What follows belongs to an exercise in optimizing a design on an open flow for small area, a short achievable clock period and few clock cycles per item; a production flow would make more cautious choices.
RTL that was checked went through simulation tests only; none was proved equivalent to the original.
The RTL of run 2 was laid out without a check of its function.
Power and IR drop assume default switching activity.

--- flow/flow/run.sh ---
#!/bin/bash
# The standard layout, with the port buffers made from buf_2 cells instead of
# the delay buffers buffer_ports picks by default.
set -e
export BUFFER_PORTS_ARGS="-buffer_cell sky130_fd_sc_hd__buf_2"
bash standard.sh > standard.log 2>&1
--- flow/standard.sh ---
#!/bin/bash
# synth_recipe.tcl (not shown) runs the flow's synth.tcl, then flattens the netlist and writes it again
# the make line also repeats each setting of config.mk as NAME=value (left out here)
make -C /OpenROAD-flow-scripts/flow DESIGN_CONFIG=/design/flow/config.mk WORK_HOME=/design/flow/orfs CLKGATE_MAP_FILE= SYNTH_SCRIPT=/design/flow/synth_recipe.tcl "${@:-finish}"
--- flow/design.v ---
`timescale 1ns / 1ps
package ucs_pkg;
  localparam int MAX_LEN_DEF = 4096;
  localparam int CH_W     = 8;
  localparam int OFS_W    = 13;
  localparam int PORT_W   = 16;
  localparam int NUM_COMP = 7;
  localparam logic [CH_W-1:0] CH_HASH  = 8'h23;
  localparam logic [CH_W-1:0] CH_QUEST = 8'h3F;
  localparam logic [CH_W-1:0] CH_SLASH = 8'h2F;
  localparam logic [CH_W-1:0] CH_COLON = 8'h3A;
  localparam logic [CH_W-1:0] CH_PLUS  = 8'h2B;
  localparam logic [CH_W-1:0] CH_MINUS = 8'h2D;
  localparam logic [CH_W-1:0] CH_DOT   = 8'h2E;
  localparam logic [CH_W-1:0] CH_ZERO  = 8'h30;
  localparam logic [CH_W-1:0] CH_NINE  = 8'h39;
  typedef struct packed {
    logic [NUM_COMP-1:0] mask;
    logic [OFS_W-1:0]    q;
    logic [OFS_W-1:0]    h;
    logic [OFS_W-1:0]    n;
    logic                has_host;
    logic                abs_flag;
    logic                frag_only_flag;
    logic                overflow;
  } ucs_snap_t;
  function automatic logic is_alpha(input logic [CH_W-1:0] c);
    is_alpha = ((c >= 8'h61 && c <= 8'h7A) || (c >= 8'h41 && c <= 8'h5A));
  endfunction
  function automatic logic is_digit(input logic [CH_W-1:0] c);
    is_digit = ((c >= CH_ZERO) && (c <= CH_NINE));
  endfunction
  function automatic logic is_scheme_char(input logic [CH_W-1:0] c);
    is_scheme_char = (is_alpha(c) || is_digit(c) || c == CH_PLUS || c == CH_MINUS || c == CH_DOT);
  endfunction
  function automatic logic [16:0] times10_plus(input logic [13:0] a, input logic [3:0] d);
    logic [16:0] x, y, z, sv, cv, g, p, gn, pn;
    x  = {a, 3'b000};
    y  = {2'b00, a, 1'b0};
    z  = {13'd0, d};
    sv = x ^ y ^ z;
    cv = {((x & y) | (x & z) | (y & z)), 1'b0};
    g  = sv & cv;
    p  = sv ^ cv;
    for (int dd = 1; dd < 17; dd = dd * 2) begin
      gn = g;
      pn = p;
      for (int i = dd; i < 17; i++) begin
        gn[i] = g[i] | (p[i] & g[i - dd]);
        pn[i] = p[i] & p[i - dd];
      end
      g = gn;
      p = pn;
    end
    times10_plus = (sv ^ cv) ^ {g[15:0], 1'b0};
  endfunction
endpackage
`timescale 1ns / 1ps
module ucs_parser (
  input  logic                     clk,
  input  logic                     rst,
  input  logic                     step,    
  input  logic                     clear,   
  input  logic [ucs_pkg::CH_W-1:0] ch,
  output ucs_pkg::ucs_snap_t       snap,
  output logic [ucs_pkg::OFS_W-1:0]  s_out,
  output logic [ucs_pkg::OFS_W-1:0]  l_out,
  output logic [ucs_pkg::OFS_W-1:0]  e_out,
  output logic [ucs_pkg::PORT_W-1:0] port_out,
  output logic                     port_ok,
  output logic                     in_auth,
  output logic                     in_auth_next,  
  input  logic [ucs_pkg::CH_W-1:0] ch_next,
  output logic                     auth_write_next,
  output logic                     s_write_next,
  input  logic                     s_busy
);
  localparam int W = ucs_pkg::OFS_W;
  typedef enum logic [2:0] {
    M_START, M_SCHEME, M_AT_P, M_SLASH1, M_AUTH, M_PATH, M_QUERY, M_FRAG
  } mode_t;
  mode_t         mode, mode_n;
  logic [W-1:0]  pos;
  logic [W-1:0]  s_pos, l_pos, e_pos, q_pos, h_pos, p1;
  logic          s_two;     
  logic          at0, at1;  
  logic          absolute, frag_only, has_host, colon_seen;
  logic          has_path, has_query, has_frag, overflow;
  logic [16:0]   acc;       
  logic [2:0]    cnt;       
  logic          bad;
  logic is_hash, is_quest, is_slash, is_colon, is_al, is_dg, is_sc;
  assign is_hash  = (ch == ucs_pkg::CH_HASH);
  assign is_quest = (ch == ucs_pkg::CH_QUEST);
  assign is_slash = (ch == ucs_pkg::CH_SLASH);
  assign is_colon = (ch == ucs_pkg::CH_COLON);
  assign is_al    = ucs_pkg::is_alpha(ch);
  assign is_dg    = ucs_pkg::is_digit(ch);
  assign is_sc    = ucs_pkg::is_scheme_char(ch);
  assign p1 = pos + W'(1);
  logic live;   
  assign live = step && !pos[W-1];
  logic set_c, set_l, set_e, set_q, set_h, set_path, set_host, set_fonly;
  logic port_acc, port_bad;
  always_comb begin
    mode_n    = mode;
    set_c     = 1'b0;
    set_l     = 1'b0;
    set_e     = 1'b0;
    set_q     = 1'b0;
    set_h     = 1'b0;
    set_path  = 1'b0;
    set_host  = 1'b0;
    set_fonly = 1'b0;
    port_acc  = 1'b0;
    port_bad  = 1'b0;
    unique case (mode)
      M_START, M_AT_P: begin
        if (is_hash) begin
          set_h     = 1'b1;
          set_fonly = (mode == M_START);
          mode_n    = M_FRAG;
        end else if (is_quest) begin
          set_q  = 1'b1;
          mode_n = M_QUERY;
        end else if (mode == M_START && is_al) begin
          mode_n = M_SCHEME;
        end else if (is_slash) begin
          mode_n = M_SLASH1;
        end else begin
          set_path = 1'b1;
          mode_n   = M_PATH;
        end
      end
      M_SCHEME: begin
        if (is_colon) begin
          set_c  = 1'b1;
          mode_n = M_AT_P;
        end else if (!is_sc) begin
          set_path = 1'b1;
          mode_n   = M_PATH;
          if (is_quest) begin
            set_q  = 1'b1;
            mode_n = M_QUERY;
          end else if (is_hash) begin
            set_h  = 1'b1;
            mode_n = M_FRAG;
          end
        end
      end
      M_SLASH1: begin
        if (is_slash) begin
          set_host = 1'b1;
          mode_n   = M_AUTH;
        end else begin
          set_path = 1'b1;
          mode_n   = M_PATH;
          if (is_quest) begin
            set_q  = 1'b1;
            mode_n = M_QUERY;
          end else if (is_hash) begin
            set_h  = 1'b1;
            mode_n = M_FRAG;
          end
        end
      end
      M_AUTH: begin
        if (is_slash) begin
          set_e    = 1'b1;
          set_path = 1'b1;
          mode_n   = M_PATH;
        end else if (is_quest) begin
          set_e  = 1'b1;
          set_q  = 1'b1;
          mode_n = M_QUERY;
        end else if (is_hash) begin
          set_e  = 1'b1;
          set_h  = 1'b1;
          mode_n = M_FRAG;
        end else if (is_colon) begin
          set_l = 1'b1;
        end else if (colon_seen) begin
          if (!is_dg || cnt >= 3'd5) port_bad = 1'b1;
          else                       port_acc = 1'b1;
        end
      end
      M_PATH: begin
        if (is_quest) begin
          set_q  = 1'b1;
          mode_n = M_QUERY;
        end else if (is_hash) begin
          set_h  = 1'b1;
          mode_n = M_FRAG;
        end
      end
      M_QUERY: begin
        if (is_hash) begin
          set_h  = 1'b1;
          mode_n = M_FRAG;
        end
      end
      default: ;
    endcase
  end
  always_ff @(posedge clk) begin
    if (rst)                                 s_two <= 1'b0;
    else if (live && (set_c || set_host))    s_two <= s_busy && at1;
    else if (!s_busy)                        s_two <= 1'b0;
  end
  always_ff @(posedge clk) begin
    if (rst || clear) begin
      mode       <= M_START;
      pos        <= '0;
      absolute   <= 1'b0;
      frag_only  <= 1'b0;
      has_host   <= 1'b0;
      colon_seen <= 1'b0;
      has_path   <= 1'b0;
      has_query  <= 1'b0;
      has_frag   <= 1'b0;
      overflow   <= 1'b0;
    end else if (step) begin
      if (pos[W-1]) begin
        overflow <= 1'b1;
      end else begin
        pos  <= p1;
        mode <= mode_n;
        if (set_c)     absolute   <= 1'b1;
        if (set_fonly) frag_only  <= 1'b1;
        if (set_host)  has_host   <= 1'b1;
        if (set_l)     colon_seen <= 1'b1;
        if (set_path)  has_path   <= 1'b1;
        if (set_q)     has_query  <= 1'b1;
        if (set_h)     has_frag   <= 1'b1;
      end
    end
  end
  always_ff @(posedge clk) begin
    if (live && (set_c || set_host) && !(s_busy && at1)) s_pos <= p1;
    else if (s_two && !s_busy)                                   s_pos <= W'(2);
    if (live && set_l) l_pos <= p1;
    if ((live && set_e) || (clear && mode == M_AUTH)) e_pos <= pos;
    if (live && set_q) q_pos <= p1;
    if (live && set_h) h_pos <= p1;
    if (live && set_l) begin
      acc  <= '0;
      cnt  <= '0;
      bad  <= 1'b0;
    end else if (live && port_bad) begin
      bad <= 1'b1;
    end else if (live && port_acc) begin
      acc <= ucs_pkg::times10_plus(acc[13:0], ch[3:0]);
      cnt <= cnt + 3'd1;
    end
  end
  always_comb begin
    snap.mask = {1'b1, has_frag, has_query,
                 has_path || mode == M_SCHEME || mode == M_SLASH1,
                 colon_seen, has_host, absolute};
    snap.q          = q_pos;
    snap.h          = h_pos;
    snap.n          = pos;
    snap.has_host   = has_host;
    snap.abs_flag       = absolute;
    snap.frag_only_flag = frag_only;
    snap.overflow       = overflow;
  end
  assign s_out    = s_pos;
  assign l_out    = l_pos;
  assign e_out    = e_pos;
  assign port_out = acc[15:0];
  assign port_ok  = !bad && cnt != 3'd0 && !acc[16];
  assign in_auth  = (mode == M_AUTH);
  assign in_auth_next = !(rst || clear) && (live ? (mode_n == M_AUTH) : in_auth);
  mode_t mode_next;
  assign mode_next = (rst || clear) ? M_START : (live ? mode_n : mode);
  logic at0_next, at1_next;
  assign at0_next = (rst || clear) || (!live && at0);
  assign at1_next = !(rst || clear) && (live ? at0 : at1);
  always_ff @(posedge clk) begin
    at0 <= at0_next;
    at1 <= at1_next;
  end
  assign s_write_next = (((mode_next == M_SCHEME) && (ch_next == ucs_pkg::CH_COLON)) ||
                         ((mode_next == M_SLASH1) && (ch_next == ucs_pkg::CH_SLASH))) &&
                        !at1_next;
  assign auth_write_next = (ch_next == ucs_pkg::CH_SLASH) || (ch_next == ucs_pkg::CH_QUEST) ||
                           (ch_next == ucs_pkg::CH_HASH)  || (ch_next == ucs_pkg::CH_COLON) ||
                           (colon_seen || (live && set_l));
endmodule
`timescale 1ns / 1ps
module ucs_emit (
  input  logic                        clk,
  input  logic                        rst,
  input  logic                        load,
  input  ucs_pkg::ucs_snap_t          snap_in,
  input  logic [ucs_pkg::OFS_W-1:0]   s_in,
  input  logic [ucs_pkg::OFS_W-1:0]   l_in,
  input  logic [ucs_pkg::OFS_W-1:0]   e_in,
  input  logic [ucs_pkg::PORT_W-1:0]  port_in,
  input  logic                        port_valid,
  output logic                        free,
  output logic                        le_busy,
  output logic                        le_busy_next,   
  output logic                        s_busy_next,    
  output logic                        s_busy,
  output logic                        rec_valid,
  input  logic                        rec_ready,
  output logic [2:0]                  rec_component,
  output logic [ucs_pkg::OFS_W-1:0]   rec_start_offset,
  output logic [ucs_pkg::OFS_W-1:0]   rec_length,
  output logic [ucs_pkg::PORT_W-1:0]  rec_port_value,
  output logic                        rec_abs_flag,
  output logic                        rec_frag_only_flag,
  output logic                        rec_overflow,
  output logic                        rec_last
);
  localparam int W = ucs_pkg::OFS_W;
  ucs_pkg::ucs_snap_t           snap;
  logic [ucs_pkg::NUM_COMP-1:0] pending;    
  logic [ucs_pkg::NUM_COMP-1:0] sel;        
  logic [ucs_pkg::NUM_COMP-1:0] after_sel, sel_after, sel_load;
  logic                         busy;       
  logic [2:0]                   sel_comp;
  logic                         out_valid;
  logic                         advance;
  logic                         port_ok;    
  function automatic logic [ucs_pkg::NUM_COMP-1:0] lowest(input logic [ucs_pkg::NUM_COMP-1:0] m);
    lowest = m & (~m + ucs_pkg::NUM_COMP'(1));
  endfunction
  assign sel       = lowest(pending);
  assign after_sel = pending & ~sel;
  assign sel_after = lowest(after_sel);
  assign sel_load  = lowest(snap_in.mask);
  always_comb begin
    sel_comp = 3'd6;
    for (int i = ucs_pkg::NUM_COMP - 1; i >= 0; i--) begin
      if (sel[i]) sel_comp = 3'(i);
    end
  end
  assign advance = busy && (!out_valid || rec_ready);
  assign free    = !busy || (sel[6] && advance);
  typedef struct packed {
    logic b_s, b_l, b_e, b_q, b_h;
    logic s_s, s_l, s_e, s_q, s_h, s_n;
    logic two, ci;
  } pick_t;
  function automatic pick_t pick_of(input logic [ucs_pkg::NUM_COMP-1:0] r,
                                    input logic [ucs_pkg::NUM_COMP-1:0] p,
                                    input logic hh, input logic ab);
    pick_t x;
    x.b_s = r[1] | (r[3] & !hh & ab);
    x.b_l = r[2];
    x.b_e = r[3] & hh;
    x.b_q = r[4];
    x.b_h = r[5];
    x.s_s = r[0];
    x.s_l = r[1] & p[2];
    x.s_e = (r[1] & !p[2]) | r[2];
    x.s_q = r[3] & p[4];
    x.s_h = (r[3] & !p[4] & p[5]) | (r[4] & p[5]);
    x.s_n = (r[3] & !p[4] & !p[5]) | (r[4] & !p[5]) | r[5] | r[6];
    x.two = r[0] & hh;
    x.ci  = x.s_e | x.s_n;
    pick_of = x;
  endfunction
  pick_t pick;
  logic [W-1:0] base, stop, len;
  assign base = ({W{pick.b_s}} & s_in) | ({W{pick.b_l}} & l_in) | ({W{pick.b_e}} & e_in) |
                ({W{pick.b_q}} & snap.q) | ({W{pick.b_h}} & snap.h);
  assign stop = ({W{pick.s_s}} & s_in) | ({W{pick.s_l}} & l_in) | ({W{pick.s_e}} & e_in) |
                ({W{pick.s_q}} & snap.q) | ({W{pick.s_h}} & snap.h) | ({W{pick.s_n}} & snap.n);
  logic [W:0] len_x;
  assign len_x = {stop, 1'b1} + {~(base | {{(W-2){1'b0}}, pick.two, 1'b0}), pick.ci};
  assign len   = len_x[W:1];
  always_ff @(posedge clk) begin
    if (rst) begin
      pending   <= '0;
      busy      <= 1'b0;
      pick      <= '0;
      out_valid <= 1'b0;
    end else begin
      if (load) begin
        pending <= snap_in.mask;
        busy    <= 1'b1;
        pick    <= pick_of(sel_load, snap_in.mask, snap_in.has_host, snap_in.abs_flag);
      end else if (advance) begin
        pending <= after_sel;
        busy    <= !sel[6];
        pick    <= pick_of(sel_after, after_sel, snap.has_host, snap.abs_flag);
      end
      if (advance)        out_valid <= 1'b1;
      else if (rec_ready) out_valid <= 1'b0;
    end
  end
  always_ff @(posedge clk) begin
    if (load) snap <= snap_in;
    if (advance) begin
      rec_component      <= sel_comp;
      rec_start_offset   <= base;
      rec_length         <= len;
      rec_abs_flag       <= snap.abs_flag;
      rec_frag_only_flag <= snap.frag_only_flag;
      rec_overflow       <= snap.overflow;
    end
  end
  logic port_ok_next, out_valid_next, hh_next;
  logic [ucs_pkg::NUM_COMP-1:0] pending_next;
  assign port_ok_next   = (advance & sel[2] & port_valid) | (!advance & port_ok);
  assign out_valid_next = !rst && (advance || (out_valid && !rec_ready));
  assign pending_next   = rst ? '0 : load ? snap_in.mask : advance ? after_sel : pending;
  assign hh_next        = load ? snap_in.has_host : snap.has_host;
  assign s_busy         = pending[0] || pending[1] || (pending[3] && !snap.has_host);
  assign s_busy_next    = pending_next[0] || pending_next[1] || (pending_next[3] && !hh_next);
  assign le_busy_next   = pending_next[1] || pending_next[2] || (pending_next[3] && hh_next) ||
                          (out_valid_next && port_ok_next);
  always_ff @(posedge clk) port_ok <= port_ok_next;
  assign le_busy = pending[1] || pending[2] || (pending[3] && snap.has_host) ||
                   (out_valid && port_ok);
  assign rec_port_value = port_ok ? port_in : '0;
  assign rec_last       = rec_component[2] && rec_component[1];    
  assign rec_valid      = out_valid;
endmodule
`timescale 1ns / 1ps
module uri_component_splitter_top #(
  parameter int MAX_LEN = ucs_pkg::MAX_LEN_DEF
) (
  input  logic              clk,
  input  logic              rst,
  input  logic              uri_valid,
  output logic              uri_ready,
  input  logic [ucs_pkg::CH_W-1:0]   uri_ch,
  input  logic              uri_end_of_uri,
  output logic              rec_valid,
  input  logic              rec_ready,
  output logic [2:0]        rec_component,
  output logic [ucs_pkg::OFS_W-1:0]  rec_start_offset,
  output logic [ucs_pkg::OFS_W-1:0]  rec_length,
  output logic [ucs_pkg::PORT_W-1:0] rec_port_value,
  output logic              rec_abs_flag,
  output logic              rec_frag_only_flag,
  output logic              rec_overflow,
  output logic              rec_last
);
  ucs_pkg::ucs_snap_t snap;
  logic [ucs_pkg::OFS_W-1:0]  s_pos, l_pos, e_pos;
  logic      s_write_next, s_busy_next, s_busy;
  logic [ucs_pkg::PORT_W-1:0] port_value;
  logic      port_ok;
  logic      in_auth, le_busy, in_auth_next, le_busy_next;
  logic      ready;      
  logic      free;
  logic      waiting;    
  logic      consume, ended, load;
  logic                      in_v, in_eou;
  logic [ucs_pkg::CH_W-1:0]  in_ch;
  logic in_v_next, waiting_next, in_eou_next, auth_write_next;
  logic [ucs_pkg::CH_W-1:0] in_ch_next;
  assign consume   = in_v && ready;
  assign uri_ready = ready;
  assign ended     = consume && in_eou;
  assign load      = free && (ended || waiting);
  assign in_v_next    = !rst && (ready ? uri_valid : in_v);
  assign waiting_next = !rst && (ended || waiting) && !free;
  always_ff @(posedge clk) begin
    in_v    <= in_v_next;
    waiting <= waiting_next;
    ready   <= !in_v_next ||
               (!waiting_next && !(!in_eou_next &&
                                   ((in_auth_next && le_busy_next && auth_write_next) ||
                                    (s_write_next && s_busy_next))));
  end
  assign in_ch_next  = ready ? uri_ch : in_ch;
  assign in_eou_next = ready ? uri_end_of_uri : in_eou;
  always_ff @(posedge clk) begin
    in_ch  <= in_ch_next;
    in_eou <= in_eou_next;
  end
  ucs_parser u_parser (
    .clk      (clk),
    .rst      (rst),
    .step     (consume && !in_eou),
    .clear    (load),
    .ch       (in_ch),
    .snap     (snap),
    .l_out    (l_pos),
    .e_out    (e_pos),
    .port_out (port_value),
    .port_ok  (port_ok),
    .in_auth  (in_auth),
    .in_auth_next (in_auth_next),
    .ch_next         (in_ch_next),
    .auth_write_next (auth_write_next),
    .s_write_next    (s_write_next),
    .s_busy          (s_busy),
    .s_out    (s_pos)
  );
  ucs_emit u_emit (
    .clk        (clk),
    .rst        (rst),
    .load       (load),
    .snap_in    (snap),
    .s_in       (s_pos),
    .l_in       (l_pos),
    .e_in       (e_pos),
    .port_in    (port_value),
    .port_valid (port_ok),
    .free       (free),
    .le_busy    (le_busy),
    .le_busy_next (le_busy_next),
    .s_busy_next  (s_busy_next),
    .s_busy       (s_busy),
    .rec_valid          (rec_valid),
    .rec_ready          (rec_ready),
    .rec_component      (rec_component),
    .rec_start_offset   (rec_start_offset),
    .rec_length         (rec_length),
    .rec_port_value     (rec_port_value),
    .rec_abs_flag       (rec_abs_flag),
    .rec_frag_only_flag (rec_frag_only_flag),
    .rec_overflow       (rec_overflow),
    .rec_last           (rec_last)
  );
endmodule
--- flow/constraint.sdc ---
create_clock -name core_clock -period 5.0 [get_ports {clk}]
set_input_delay 1.0000 -clock core_clock [delete_from_list [all_inputs] [get_ports {clk}]]
set_output_delay 1.0000 -clock core_clock [all_outputs]
set_load 0.01 [all_outputs]
--- flow/config.mk ---
export PLATFORM = sky130hd
export DESIGN_NAME = uri_component_splitter_top
export DESIGN_NICKNAME = uri_component_splitter_top
export VERILOG_FILES = /design/flow/design.v
export SDC_FILE = /design/flow/constraint.sdc
export NUM_CORES = 4
export LEC_CHECK = 0
export CAP_MARGIN = 20
export CORE_MARGIN = 2
export CORE_UTILIZATION = 70
export CTS_CLUSTER_DIAMETER = 100
export CTS_CLUSTER_SIZE = 28
export SETUP_SLACK_MARGIN = 2.5
export SLEW_MARGIN = 20
==> results_dict.tcl, run 1 <==
set metrics [dict create \
    ys_async_sr_fraction 0 \
    arrival_ns 3.08 \
    die_h_um 129 \
    cts-buffers-inserted 11 \
    wl_per_cell_um 20.8 \
    post-route-util 0.829 \
    grt_pass1_vias 8149 \
    final_cell_mix "140 x edfxtp_1, 123 x nand2_1, 71 x nor2_1, 63 x buf_2, 61 x a21oi_1" \
    die_x_um 129 \
    crit_family "compound AO/OA/AOI/OAI gates" \
    yosysSeqAreaShare 0.533 \
    syn-num-nets 1115 \
    total_power_mw 3.65 \
    power.density_mw_per_mm2 288 \
    synth_compound_area_frac 0.151 \
    worst_skew_pair.late_latency_ns 0.47 \
    synth_fa_ha_area_frac 0.0598 \
    path_clk_slew_ns 0.11 \
    wl_mm 28.2 \
    via_per_inst 6.56 \
    finalHoldViolations 0 \
    synth_area_sq_mm 0.0110 \
    port_buffers 63 \
    drtIter0Drc 1237 \
    worst_pin_slew_ns 0.824 \
    synth_top_family_by_area "simple AND/OR/NAND/NOR gates" \
    crit_chain "a222oi_1, nand2_1, nor2_1, ha_1, nor2b_4, o21ai_4, a21boi_2, o211ai_1, a21oi_2, o31ai_2, xnor2_1" \
    crit_type "flip-flop to flip-flop" \
    fin_tns_setup_ns 0 \
    clock_path_buffers 3 \
    synth-edff-count 140 \
    routabilityCongestion 0.869 \
    drive_gt1_frac 0.217 \
    synth.area.top_cells "edfxtp_1 38%, dfxtp_1 15%, ha_1 5.3%" \
    ys_ff_latch 223 \
    post-route-period-util 0.572 \
    synth.area.mux_share 0.0134 \
    h-tree-depth 1 \
    fmax_ghz 0.350 \
    post-route-min-period_ns 2.86 \
    leakagePower_nw 4.81 \
    start_util 0.719 \
    grt.overflow.total 0 \
    final_common_cell "edfxtp_1" \
    timing.final.ws_setup_ns 2.14 \
    max-cap-violations 0 \
    syn_inst 1052 \
    endpoint_kind "flip-flop" \
    nets 1205 \
    synth_flop_cell "edfxtp_1" \
    ir_worst_vdd_mv 0.314 \
    r2r-end "u_emit.rec_length[11]$_DFFE_PP_" \
    dp_hpwl_mm 17.4 \
    drv_slew 0 \
    core_area_sq_mm 0.0153 \
    finalSetupViolations 0 \
    run_status "complete, no violations" \
    synth.top_cell.area_share 0.382 \
    vias 8894 \
    antenna_found_initial 0 \
    drc 0 \
    cts_root_buf "clkbuf_16" \
    whs_path_depth 0 \
    synthSimpleGateAreaFrac 0.173 \
    synthXorXnorAreaFrac 0.0358 \
    r2r_start "u_emit.pick[12]$_SDFFE_PP0P_" \
    skew_ns 0.0103 \
    critPathBufInv 0 \
    synth_warnings 3 \
    critPathMaxStageDelay_ns 0.43 \
    antenna_cells 0 \
    critPathMaxFanout 14 \
    r2r_slack_ns 2.14 \
    postRouteAntennaNets 0 \
    grt_pass1_wl_mm 43.1 \
    cp.required_ns 5.23 \
    crit_path_start "u_emit.pick[12]$_SDFFE_PP0P_" \
    synth_largest_area_cell "edfxtp_1" \
    critPathSlowestCell "dfxtp_4" \
    first_pass_iters 8 \
    io_pins 64 \
    cts.sinks 223 \
    grt_max_degree 36 \
    dieArea_sq_mm 0.0168 \
    endpoint "u_emit.rec_length[11]$_DFFE_PP_" \
    startpoint_type "flip-flop" \
    ys_types 79 \
    syn_avg_cell_area_sq_um 10.5 \
    slew_headroom 0.435 \
    rows 45 \
    path_depth 11 \
    syn_to_final_growth_pct 15.3 \
    cts_tree "built" \
    reg2reg_depth 11 \
    dp_slack_ns 1.70 \
    hp-class "flip-flop to flip-flop" \
    rsz0062_at_grt "true" \
    grt.total_usage 0.329 \
]
==> how the worst min path moves through the flow <==
stage,endpoint,startpoint
after floorplan,u_emit.rec_frag_only_flag$_DFFE_PP_,u_emit.snap[1]$_DFFE_PP_
after global placement,u_emit.snap[38]$_DFFE_PP_,u_parser.q_pos[8]$_DFFE_PP_
after detailed placement,u_emit.snap[20]$_DFFE_PP_,u_parser.h_pos[3]$_DFFE_PP_
after CTS,u_emit.snap[31]$_DFFE_PP_,u_parser.q_pos[1]$_DFFE_PP_
after global routing,u_emit.snap[17]$_DFFE_PP_,u_parser.h_pos[0]$_DFFE_PP_
final,u_emit.snap[31]$_DFFE_PP_,u_parser.q_pos[1]$_DFFE_PP_
==> per-stage QoR <==
step                cells  instance area (sq um)  hold WS (ns)
floorplan            1052                  11100         0.400
global placement     1285                  11500         0.401
detailed placement   1285                  11500         0.405
CTS                  1341                  12400         0.421
global route         1356                  12700         0.433
finish               1356                  12700         0.422
==> cell usage after synthesis (6+ instances only) <==
library cell  count
a211o_1           6
a211oi_1          7
a21oi_1          71
a22oi_1          52
a31oi_1           9
and2_1           25
and3_1           11
and4_1            7
buf_2            12
clkbuf_1         36
dfxtp_1          83
edfxtp_1        140
ha_1             47
inv_1            38
mux2_2            6
mux2i_1           8
nand2_1         125
nand2b_1          9
nand3_1          36
nand4_1           9
nor2_1           73
nor2b_1          17
nor3_1           28
nor4_1            6
o211ai_1          7
o21a_1            8
o21ai_0          19
o31ai_1           9
or2_2            11
or3_1             7
xnor2_1          26
xor2_1           19
==> sequential cells by signal (all words and copies together), names as in the netlist, 3 cells and up <==
signal / flops
u_parser.q_pos: 13
u_parser.h_pos: 13
u_emit.pick: 13
u_parser.e_pos: 13
u_parser.s_pos: 13
u_emit.snap: 43
u_parser.mode: 3
u_parser.pos: 13
u_emit.pending: 7
u_parser.l_pos: 13
u_emit.rec_component: 3
u_emit.rec_start_offset: 13
u_emit.rec_length: 13
in_ch: 8
u_parser.acc: 17
u_parser.cnt: 3
==> cells by family (layout without fill, tap and decap cells) <==
logic type	Yosys count	in the layout
buffers and inverters	92	185
AND/OR/NAND/NOR	385	385
multiplexers	14	14
flip-flops	223	223
adder cells (fa/ha/maj)	51	51
AO/OA/AOI/OAI	242	242
XOR/XNOR	45	45
==> area by class of cell <==
cell class | count | area [sq um]
clock buffers | 16 | 294
fillers | 917 | 2620
inverters | 39 | 158
multi-input cells | 737 | 5110
flip-flops and latches | 223 | 5920
well taps | 211 | 264
repair buffers | 129 | 945
repair inverters | 1 | 5.00
==> power by group <==
group | switching [mW] | internal, mW | total, mW
combinational | 0.353 | 0.283 | 0.636
sequential | 0.0473 | 2.01 | 2.05
clock | 0.550 | 0.415 | 0.964
==> metal layers <==
metal  vias to the layer above  global-route usage  part of all wire
li1                       4028                   -                 -
met3                        94              0.0409             0.095
met1                      4196               0.468              0.40
met5                         -                   0                 0
met2                       576               0.537              0.47
met4                         0               0.101             0.031
==> worst reg2reg max path: cells and delay by family, from the launching register on <==
kind	cells	cell delay, ns
simple gates	3	0.45
xor+xnor	1	0.10
compound gates	6	1.36
fa+ha+maj	1	0.27
flops	1	0.43
==> timing repair <==
| item | 4_1_cts | 5_1_grt |
|---|---|---|
| pin swaps | 30 | 42 |
| hold buffers | 0 | 0 |
| resized for setup | 65 | 54 |
| buffers inserted | 39 | 14 |
| endpoints found under the hold margin | 0 | 0 |
| endpoints found under the setup margin | 131 | 36 |
| cloned | 1 | 0 |
Testbench counts, summed over its fixed seeds: cycles 95,248, items 94,275.
==> run 2, diff against run 1 <==
--- a/flow/design.v
+++ b/flow/design.v
@@ -56,2 +56,20 @@
   endfunction
+  function automatic logic [OFS_W-1:0] add_ofs(input logic [OFS_W-1:0] a,
+                                               input logic [OFS_W-1:0] b,
+                                               input logic             cin);
+    logic [OFS_W:0] g, p, gn, pn;
+    g = {a & b, cin};
+    p = {a ^ b, 1'b0};
+    for (int dd = 1; dd <= OFS_W; dd = dd * 2) begin
+      gn = g;
+      pn = p;
+      for (int i = dd; i <= OFS_W; i++) begin
+        gn[i] = g[i] | (p[i] & g[i - dd]);
+        pn[i] = p[i] & p[i - dd];
+      end
+      g = gn;
+      p = pn;
+    end
+    add_ofs = (a ^ b) ^ g[OFS_W-1:0];
+  endfunction
 endpackage
@@ -372,5 +390,3 @@
                 ({W{pick.s_q}} & snap.q) | ({W{pick.s_h}} & snap.h) | ({W{pick.s_n}} & snap.n);
-  logic [W:0] len_x;
-  assign len_x = {stop, 1'b1} + {~(base | {{(W-2){1'b0}}, pick.two, 1'b0}), pick.ci};
-  assign len   = len_x[W:1];
+  assign len = ucs_pkg::add_ofs(stop, ~(base | {{(W-2){1'b0}}, pick.two, 1'b0}), pick.ci);
   always_ff @(posedge clk) begin
==> flow/run.sh (new file) <==
#!/bin/bash
# synth_recipe.tcl (not shown) runs the flow's synth.tcl, then flattens the netlist and writes it again
# the make line also repeats each setting of config.mk as NAME=value (left out here)
make -C /OpenROAD-flow-scripts/flow DESIGN_CONFIG=/design/flow/config.mk WORK_HOME=/design/flow/orfs CLKGATE_MAP_FILE= SYNTH_SCRIPT=/design/flow/synth_recipe.tcl finish
--- a/flow/config.mk
+++ b/flow/config.mk
@@ -9,6 +9,6 @@
 export CORE_MARGIN = 2
-export CORE_UTILIZATION = 70
+export CORE_UTILIZATION = 40
 export CTS_CLUSTER_DIAMETER = 100
 export CTS_CLUSTER_SIZE = 28
-export SETUP_SLACK_MARGIN = 2.5
+export SETUP_SLACK_MARGIN = 2.3
 export SLEW_MARGIN = 20
removed: flow/flow/run.sh
removed: flow/standard.sh
==> results_dict.tcl, run 2 <==
set metrics [dict create \
    cts-buffers-inserted 12 \
    min_from "u_parser.q_pos[6]$_DFFE_PP_" \
    io_pins 64 \
    post-route-util 0.473 \
    dieArea_sq_mm 0.0283 \
    clockPowerShare 0.295 \
    ys_async_sr_fraction 0 \
    drc 0 \
    timing.final.ws_setup_ns 2.27 \
    run_status "complete, no violations" \
    power.share.combinational 0.146 \
    synth_top_family_by_area "simple AND/OR/NAND/NOR gates" \
    synth.area.top_cells "edfxtp_1 39%, dfxtp_1 15%, ha_1 5.4%" \
    arrival_ns 3.08 \
    nets 1159 \
    post-route-period-util 0.546 \
    yosysSeqAreaShare 0.543 \
    p_sw_mw 0.923 \
    path_clk_slew_ns 0.10 \
    drive_gt1_frac 0.122 \
    fin_tns_setup_ns 0 \
    grt_pass1_vias 7616 \
    cts_root_buf "clkbuf_16" \
    r2r_start "u_emit.pending[2]$_DFF_P_" \
    clock_path_buffers 3 \
    syn_avg_cell_area_sq_um 10.5 \
    synth_area_sq_mm 0.0108 \
    ys_ff_latch 223 \
    start_util 0.404 \
    leakagePower_nw 4.77 \
    synth_common_cells "140 x edfxtp_1, 122 x nand2_1, 83 x dfxtp_1" \
    ir_worst_vdd_mv 0.178 \
    r2r-end "ready$_DFF_P_" \
    slew_headroom 0.386 \
    endpoint_kind "flip-flop" \
    wl_mm 26.5 \
    die_x_um 168 \
    grt_max_degree 43 \
    synth_warnings 3 \
    synth_most_common_cell "edfxtp_1" \
    h-tree-depth 1 \
    routabilityCongestion 0.842 \
    r2r_slack_ns 2.27 \
    max-cap-violations 0 \
    antenna_found_initial 0 \
    synthSimpleGateAreaFrac 0.166 \
    synth.top_cell.area_share 0.389 \
    final_cell_mix "140 x edfxtp_1, 118 x nand2_1, 78 x nor2_1, 66 x dfxtp_1, 57 x a21oi_1" \
    final_cell_area_sq_mm 0.0126 \
    rsz0062_at_grt "true" \
    largest_reg_flops 43 \
    worst_pin_slew_ns 0.895 \
    grt.total_usage 0.182 \
    worst_skew_pair.late_latency_ns 0.49 \
    startpoint_type "flip-flop" \
    cp.required_ns 5.35 \
    first_pass_iters 5 \
    fmax_ghz 0.366 \
    worstHoldEndpoint "u_emit.snap[36]$_DFFE_PP_" \
    cts.sinks 223 \
    grt.overflow.total 0 \
    dp_hpwl_mm 17.4 \
    seqPwrFrac 0.559 \
    die_h_um 168 \
    dp_slack_ns 0.996 \
    syn-num-nets 1090 \
    cts_tree "built" \
    synth.area.mux_share 0.0155 \
    finalHoldViolations 0 \
    syn_inst 1027 \
    n_fill_cell 2451 \
    reg2reg_depth 8 \
    synth_fa_ha_area_frac 0.0618 \
    finalSetupViolations 0 \
    ys_types 67 \
    synthXorXnorAreaFrac 0.0381 \
    synth_compound_area_frac 0.143 \
    synth-edff-count 140 \
    largestRegisters "u_emit.snap (43), u_parser.acc (17)" \
    port_buffers 63 \
    core_area_sq_mm 0.0267 \
    whs_path_depth 0 \
    grt_pass1_wl_mm 41.2 \
    via_per_inst 5.51 \
    antenna_cells 0 \
    power.density_mw_per_mm2 291 \
    synth_flop_cell "edfxtp_1" \
    vias 7951 \
    final_common_cell "edfxtp_1" \
    drv_slew 0 \
    internal_power_mw 2.76 \
    synth_largest_area_cell "edfxtp_1" \
    critPathMaxFanout 23 \
    post-route-min-period_ns 2.73 \
    swShare 0.251 \
    drtIter0Drc 688 \
    postRouteAntennaNets 0 \
    syn_to_final_growth_pct 17.0 \
    skew_ns 0.0306 \
    placed_area_sq_mm 0.0118 \
    hp-class "flip-flop to flip-flop" \
    rows 60 \
    top_register "u_emit.snap" \
    wl_per_cell_um 18.3 \
    crit_type "flip-flop to flip-flop" \
]
## run 2: layout make-up
type / count / area, sq um / area share
multi-input combinational: 717 / 4790 / 0.379
clock inverter: 4 / 33.8 / 0.00267
sequential: 223 / 5910 / 0.468
inverter: 38 / 168 / 0.0133
clock buffer: 16 / 337 / 0.0266
tap: 341 / 427 / 0.0338
timing repair buffer: 104 / 976 / 0.0772
## run 2: metrics by stage
step	power, mW	instances	hold WS [ns]
finish	3.68	1443	0.404
global route	3.83	1443	0.433
CTS	3.68	1430	0.412
detailed placement	2.56	1393	0.405
global placement	2.54	1393	0.401
floorplan	2.41	1027	0.400
## run 2: worst max-delay path by stage
stage	from	end	slack, ns
floorplan	u_emit.pick[8]$_SDFFE_PP0P_	u_emit.rec_length[10]$_DFFE_PP_	2.30
global placement	rec_ready	ready$_DFF_P_	1.18
detailed placement	rec_ready	ready$_DFF_P_	1.0
CTS	rec_ready	ready$_DFF_P_	2.15
global route	in_ch[3]$_DFF_P_	u_parser.acc[16]$_SDFFE_PP0P_	2.10
finish	u_emit.pending[2]$_DFF_P_	ready$_DFF_P_	2.27
## run 2: power by group through the flow
stage               Combinational (mW)  Clock (mW)  Sequential (mW)
floorplan                        0.334           0             2.08
global placement                 0.442           0             2.10
detailed placement               0.452           0             2.10
CTS                              0.504        1.12             2.06
global route                     0.591        1.18             2.06
finish                           0.536        1.09             2.05
## run 2: logic make-up after synthesis
kind of cell	count (synthesis)
xor gates and xnor gates	47
adders and majority gates	52
buffers and inverters	88
muxes	16
AOI/OAI and AO/OA	230
and+or+nand+nor	371
DFF	223
## run 2: worst max-delay path: stages (launching register included)
cell,delay [ns]
dfxtp_1,0.46
or4_4,0.65
o41ai_4,0.43
nand2b_4,0.18
nand2b_1,0.11
buf_4,0.28
a211oi_1,0.11
mux2i_1,0.25
a41oi_1,0.13
## run 2: routing by layer
layer,vias up,GRT usage,part of all wire
met5,-,0,0
met4,0,0.0480,0.018
met3,36,0.0172,0.038
met2,217,0.302,0.47
met1,3796,0.257,0.47
li1,3902,-,-
## run 2: repair_timing
action	in CTS	in global routing
endpoints found under the hold margin	0	0
pin swaps	23	15
setup buffers	16	13
hold buffers	0	0
endpoints found under the setup margin	185	96
gates resized for setup	48	34
gates cloned	1	0

[static timing again, ports no longer ideal]
The flow's constraints put no driver on any port. The routed layouts listed below were extracted and timed again, unchanged, in two steps.
Step 1 (the two cells are an assumption about what drives the block):
set clk [get_ports {clk}]
set_driving_cell -lib_cell sky130_fd_sc_hd__clkbuf_16 $clk
set_driving_cell -lib_cell sky130_fd_sc_hd__buf_2 [delete_from_list [all_inputs] $clk]
Step 2 moves the port delays by t, midway between the first and last clock arrival at a register: inputs arrive t later, outputs are due t later. That takes back most of the time a late clock gives input paths.
Three values: no drivers, after step 1, after step 2; two values: the first two.
| run | t (ns) | slack for setup (ns) | hold WS [ns] | worst setup path at the end | worst data-port slew with drivers (ns) |
|---|---|---|---|---|---|
| run 1 | 0.504 | 2.141 / 2.141 / 2.141 | 0.422 / 0.422 / 0.422 | register to register | 0.03 |
| run 2 | 0.522 | 2.268 / 2.268 / 1.776 | 0.404 / 0.404 / 0.404 | input to register | 0.03 |
After both steps every run listed still meets setup and hold. The setup slack of run 2, which loses most, moves by 0.000 ns with the drivers and by -0.492 ns with both steps.
